Context: an optimization exercise on an open-source flow, tuned for small area, a short achievable clock period and few clock cycles per item. The choices shown serve that exercise and are no tape-out recipe.
In this exercise RTL edits were held to simulation tests only and were not proved equivalent to the original.

## rgb_to_yuv_encoder
module rgb_to_yuv_encoder
#(
  parameter int NUM_GROUPS = 19200
) (
  input  logic        CLOCK_50_I,
  input  logic        reset,
  input  logic        enable,
  input  logic [15:0] SRAM_read_data,
  output logic [17:0] SRAM_address,
  output logic [15:0] SRAM_write_data,
  output logic        SRAM_we_n,
  output logic        done
);
For scale: ~1,500 cells after synthesis, roughly 240 flip-flops, about 0.015 mm2 of cells after synthesis.
export LEC_CHECK = 0
export CAP_MARGIN = 20
export CORE_MARGIN = 2
export CORE_UTILIZATION = 40
export CTS_CLUSTER_DIAMETER = 120
export CTS_CLUSTER_SIZE = 24
export SLEW_MARGIN = 20
create_clock -name core_clock -period 12.0 [get_ports {CLOCK_50_I}]
standard.sh (not shown) runs the stock make flow with config.mk's settings and CLKGATE_MAP_FILE= SYNTH_SCRIPT=/design/flow/synth_recipe.tcl, a recipe that flattens the netlist after the stock synthesis.
==> flow/flow/run.sh <==
#!/bin/bash
# The standard layout (standard synthesis, floorplan, placement, CTS, routing) with the
# resizer's setup-repair target tightened: repair_timing aims for this much positive slack
# against the unchanged 12 ns constraint, so it sizes and buffers the critical paths.
# The SDC, clock period, I/O delays and every other setting stay the standard flow's.
set -uo pipefail
bash standard.sh SETUP_SLACK_MARGIN=8.55 finish > standard.log 2>&1
The first run completed without violations.
Testbench counts at the start, summed over its fixed seeds: cycles 1,536,068, frames 8.
Next try:
--- a/flow/flow/run.sh
+++ b/flow/flow/run.sh
@@ -7 +7 @@
-bash standard.sh SETUP_SLACK_MARGIN=8.55 finish > standard.log 2>&1
+bash standard.sh SETUP_SLACK_MARGIN=8.5 finish > standard.log 2>&1
--- a/flow/config.mk
+++ b/flow/config.mk
@@ -11,2 +11,2 @@
-export CTS_CLUSTER_DIAMETER = 120
-export CTS_CLUSTER_SIZE = 24
+export CTS_CLUSTER_DIAMETER = 140
+export CTS_CLUSTER_SIZE = 28
Result: Design area came out lower by 0.33%. Clock-buffer cell count came out lower by 2. Die area is unchanged. Worst setup slack is better by 0.010 ns. Sequential share of layout area is about the same. Non-clock buffer count came out lower by 2. Flip-flop and latch count is unchanged.
Next try:
--- a/flow/config.mk
+++ b/flow/config.mk
@@ -11,2 +11,2 @@
-export CTS_CLUSTER_DIAMETER = 140
-export CTS_CLUSTER_SIZE = 28
+export CTS_CLUSTER_DIAMETER = 120
+export CTS_CLUSTER_SIZE = 24
@@ -13,0 +14 @@
+export SYNTH_HIERARCHICAL = 1
After rerunning:
- The changed run completed without violations
- global-route usage fell by 0.61 points
- cell area rose slightly
- non-clock buffer count rose by 9
- sequential share of layout area fell by 0.19 points
- hold slack gains 0.021 ns
- sequential cell count rose by 2

---

Another version of the RTL of rgb_to_yuv_encoder (not shown whole).
For scale: ~240 flip-flops, ~55 I/O pins, ~0.015 mm2 of cells after synthesis.
## rgb_to_yuv_encoder
module rgb_to_yuv_encoder
#(
  parameter int NUM_GROUPS = 19200
) (
  input  logic        CLOCK_50_I,
  input  logic        reset,
  input  logic        enable,
  input  logic [15:0] SRAM_read_data,
  output logic [17:0] SRAM_address,
  output logic [15:0] SRAM_write_data,
  output logic        SRAM_we_n,
  output logic        done
);
==> flow/config.mk <==
export PLATFORM = sky130hd
export DESIGN_NAME = rgb_to_yuv_encoder
export DESIGN_NICKNAME = rgb_to_yuv_encoder
export VERILOG_FILES = /design/flow/design.v
export SDC_FILE = /design/flow/constraint.sdc
export NUM_CORES = 4
export LEC_CHECK = 0
export CAP_MARGIN = 20
export CORE_MARGIN = 2
export CORE_UTILIZATION = 40
export CTS_CLUSTER_DIAMETER = 150
export CTS_CLUSTER_SIZE = 30
export SLEW_MARGIN = 20
==> flow/constraint.sdc <==
create_clock -name core_clock -period 12.0 [get_ports {CLOCK_50_I}]
set_input_delay 2.4000 -clock core_clock [delete_from_list [all_inputs] [get_ports {CLOCK_50_I}]]
set_output_delay 2.4000 -clock core_clock [all_outputs]
set_load 0.01 [all_outputs]
==> flow/flow/run.sh <==
#!/bin/bash
# The standard layout (standard synthesis, floorplan, placement, CTS, routing) with the
# resizer's setup-repair target tightened: repair_timing aims for this much positive slack
# against the unchanged 12 ns constraint, so it sizes and buffers the critical paths.
# The SDC, clock period, I/O delays and every other setting stay the standard flow's.
set -uo pipefail
bash standard.sh SETUP_SLACK_MARGIN=8.6 finish > standard.log 2>&1
The first run produced a clean layout.
Testbench counts at the start, summed over its fixed seeds: cycles 1,536,068, frames 8.
Rerun with:
Settings changed: CORE_UTILIZATION 40 to 65, CTS_CLUSTER_DIAMETER 150 to 120, CTS_CLUSTER_SIZE 30 to 24.
Result: Clock-buffer cell count rose by 1; register-to-register slack is worse by 0.15 ns.
Rerun with:
--- a/flow/flow/run.sh
+++ b/flow/flow/run.sh
@@ -5,3 +5,3 @@
 # The SDC, clock period, I/O delays and every other setting stay the standard flow's.
 set -uo pipefail
-bash standard.sh SETUP_SLACK_MARGIN=8.6 finish > standard.log 2>&1
+bash standard.sh SETUP_SLACK_MARGIN=8.5 finish > standard.log 2>&1
Settings changed: CORE_UTILIZATION 65 to 40.
What happened: Die area climbs by well over a third; sequential share of layout area climbs by 0.23 points; setup slack improved by 0.0084 ns; worst hold slack got worse by 0.028 ns; cell area drops slightly.
Rerun with:
Settings changed: ABC_CLOCK_PERIOD_IN_PS from default to 3000.
The changed run passed the timing, design-rule and antenna checks.
Design area stays the same.
Setup slack stays the same.
Synthesized area stays the same.
Utilization does not change.
Die area is unchanged.
First-iteration DRC count stays the same.
Routed wire length is unchanged.
Flip-flop and latch count does not change.
Rerun with:
--- a/flow/flow/run.sh
+++ b/flow/flow/run.sh
@@ -5,3 +5,3 @@
 # The SDC, clock period, I/O delays and every other setting stay the standard flow's.
 set -uo pipefail
-bash standard.sh SETUP_SLACK_MARGIN=8.5 finish > standard.log 2>&1
+bash standard.sh SETUP_SLACK_MARGIN=8.45 finish > standard.log 2>&1
Settings changed: ABC_CLOCK_PERIOD_IN_PS 3000 to default.
What happened: The changed run ran to the end with no violations; wire length decreases by 0.33%; sequential share of layout area increases by 0.11 points; via count stays flat; non-clock buffer count decreases by 3; count of clock-buffer cells in the layout stays the same; hold slack hardly moves.
Rerun with:
--- a/flow/flow/run.sh
+++ b/flow/flow/run.sh
@@ -5,3 +5,3 @@
 # The SDC, clock period, I/O delays and every other setting stay the standard flow's.
 set -uo pipefail
-bash standard.sh SETUP_SLACK_MARGIN=8.45 finish > standard.log 2>&1
+bash standard.sh SETUP_SLACK_MARGIN=8.6 finish > standard.log 2>&1
The changed run completed with no timing, DRC or antenna violations.
Global-route usage came out higher by 0.34 points.
Wire length went up by a few percent.
Die area does not change.
Final area increases slightly.
Worst setup slack is worse by 0.0082 ns.
Area after synthesis does not change.
Hold slack gets worse by 0.0087 ns.
Final cell count climbs slightly.

[separate check: timing with driven ports]
The flow's constraints put no driver on any port. The routed layouts listed below were extracted and timed again, unchanged, in two steps. Step 1 (the two cells are an assumption about what drives the block):
set clk [get_ports {CLOCK_50_I}]
set_driving_cell -lib_cell sky130_fd_sc_hd__clkbuf_16 $clk
set_driving_cell -lib_cell sky130_fd_sc_hd__buf_2 [delete_from_list [all_inputs] $clk]
Step 2 times the ports against the registers' clock, not the clock port: input delays grow and output delays shrink by t, the midpoint of the rising clock arrivals with the driver on. Three values: no drivers, after step 1, after step 2; two values: the first two.
| run | t (ns) | setup slack, ns | clock arrival spread, ns | worst register clock-pin slew, ns | pins driven straight from the clock port |
|---|---|---|---|---|---|
| the first run of note 1 | 0.536 | 8.536 / 8.488 / 8.494 | 0.030 / 0.031 | 0.10 / 0.10 | 1 |
| the second run of note 1 | 0.536 | 8.546 / 8.494 / 8.483 | 0.025 / 0.025 | 0.12 / 0.12 | 1 |
| the third run of note 1 | 0.544 | 8.542 / 8.491 / 8.472 | 0.014 / 0.015 | 0.10 / 0.10 | 1 |
| the first run of note 2 | 0.528 | 8.494 / 8.443 / 8.509 | 0.019 / 0.019 | 0.12 / 0.12 | 1 |
| the second run of note 2 | 0.520 | 8.507 / 8.459 / 8.493 | 0.024 / 0.024 | 0.10 / 0.10 | 1 |
| the third run of note 2 | 0.520 | 8.516 / 8.466 / 8.507 | 0.019 / 0.019 | 0.10 / 0.10 | 1 |
| the fourth run of note 2 | 0.520 | 8.516 / 8.466 / 8.507 | 0.019 / 0.019 | 0.10 / 0.10 | 1 |
| the fifth run of note 2 | 0.520 | 8.505 / 8.456 / 8.510 | 0.019 / 0.019 | 0.10 / 0.10 | 1 |
| the sixth run of note 2 | 0.541 | 8.497 / 8.443 / 8.486 | 0.039 / 0.038 | 0.11 / 0.11 | 1 |
After both steps every run listed still meets setup and hold. The setup slack of the third run of note 1, which loses most, moves by -0.051 ns with the drivers and by -0.070 ns with both steps.
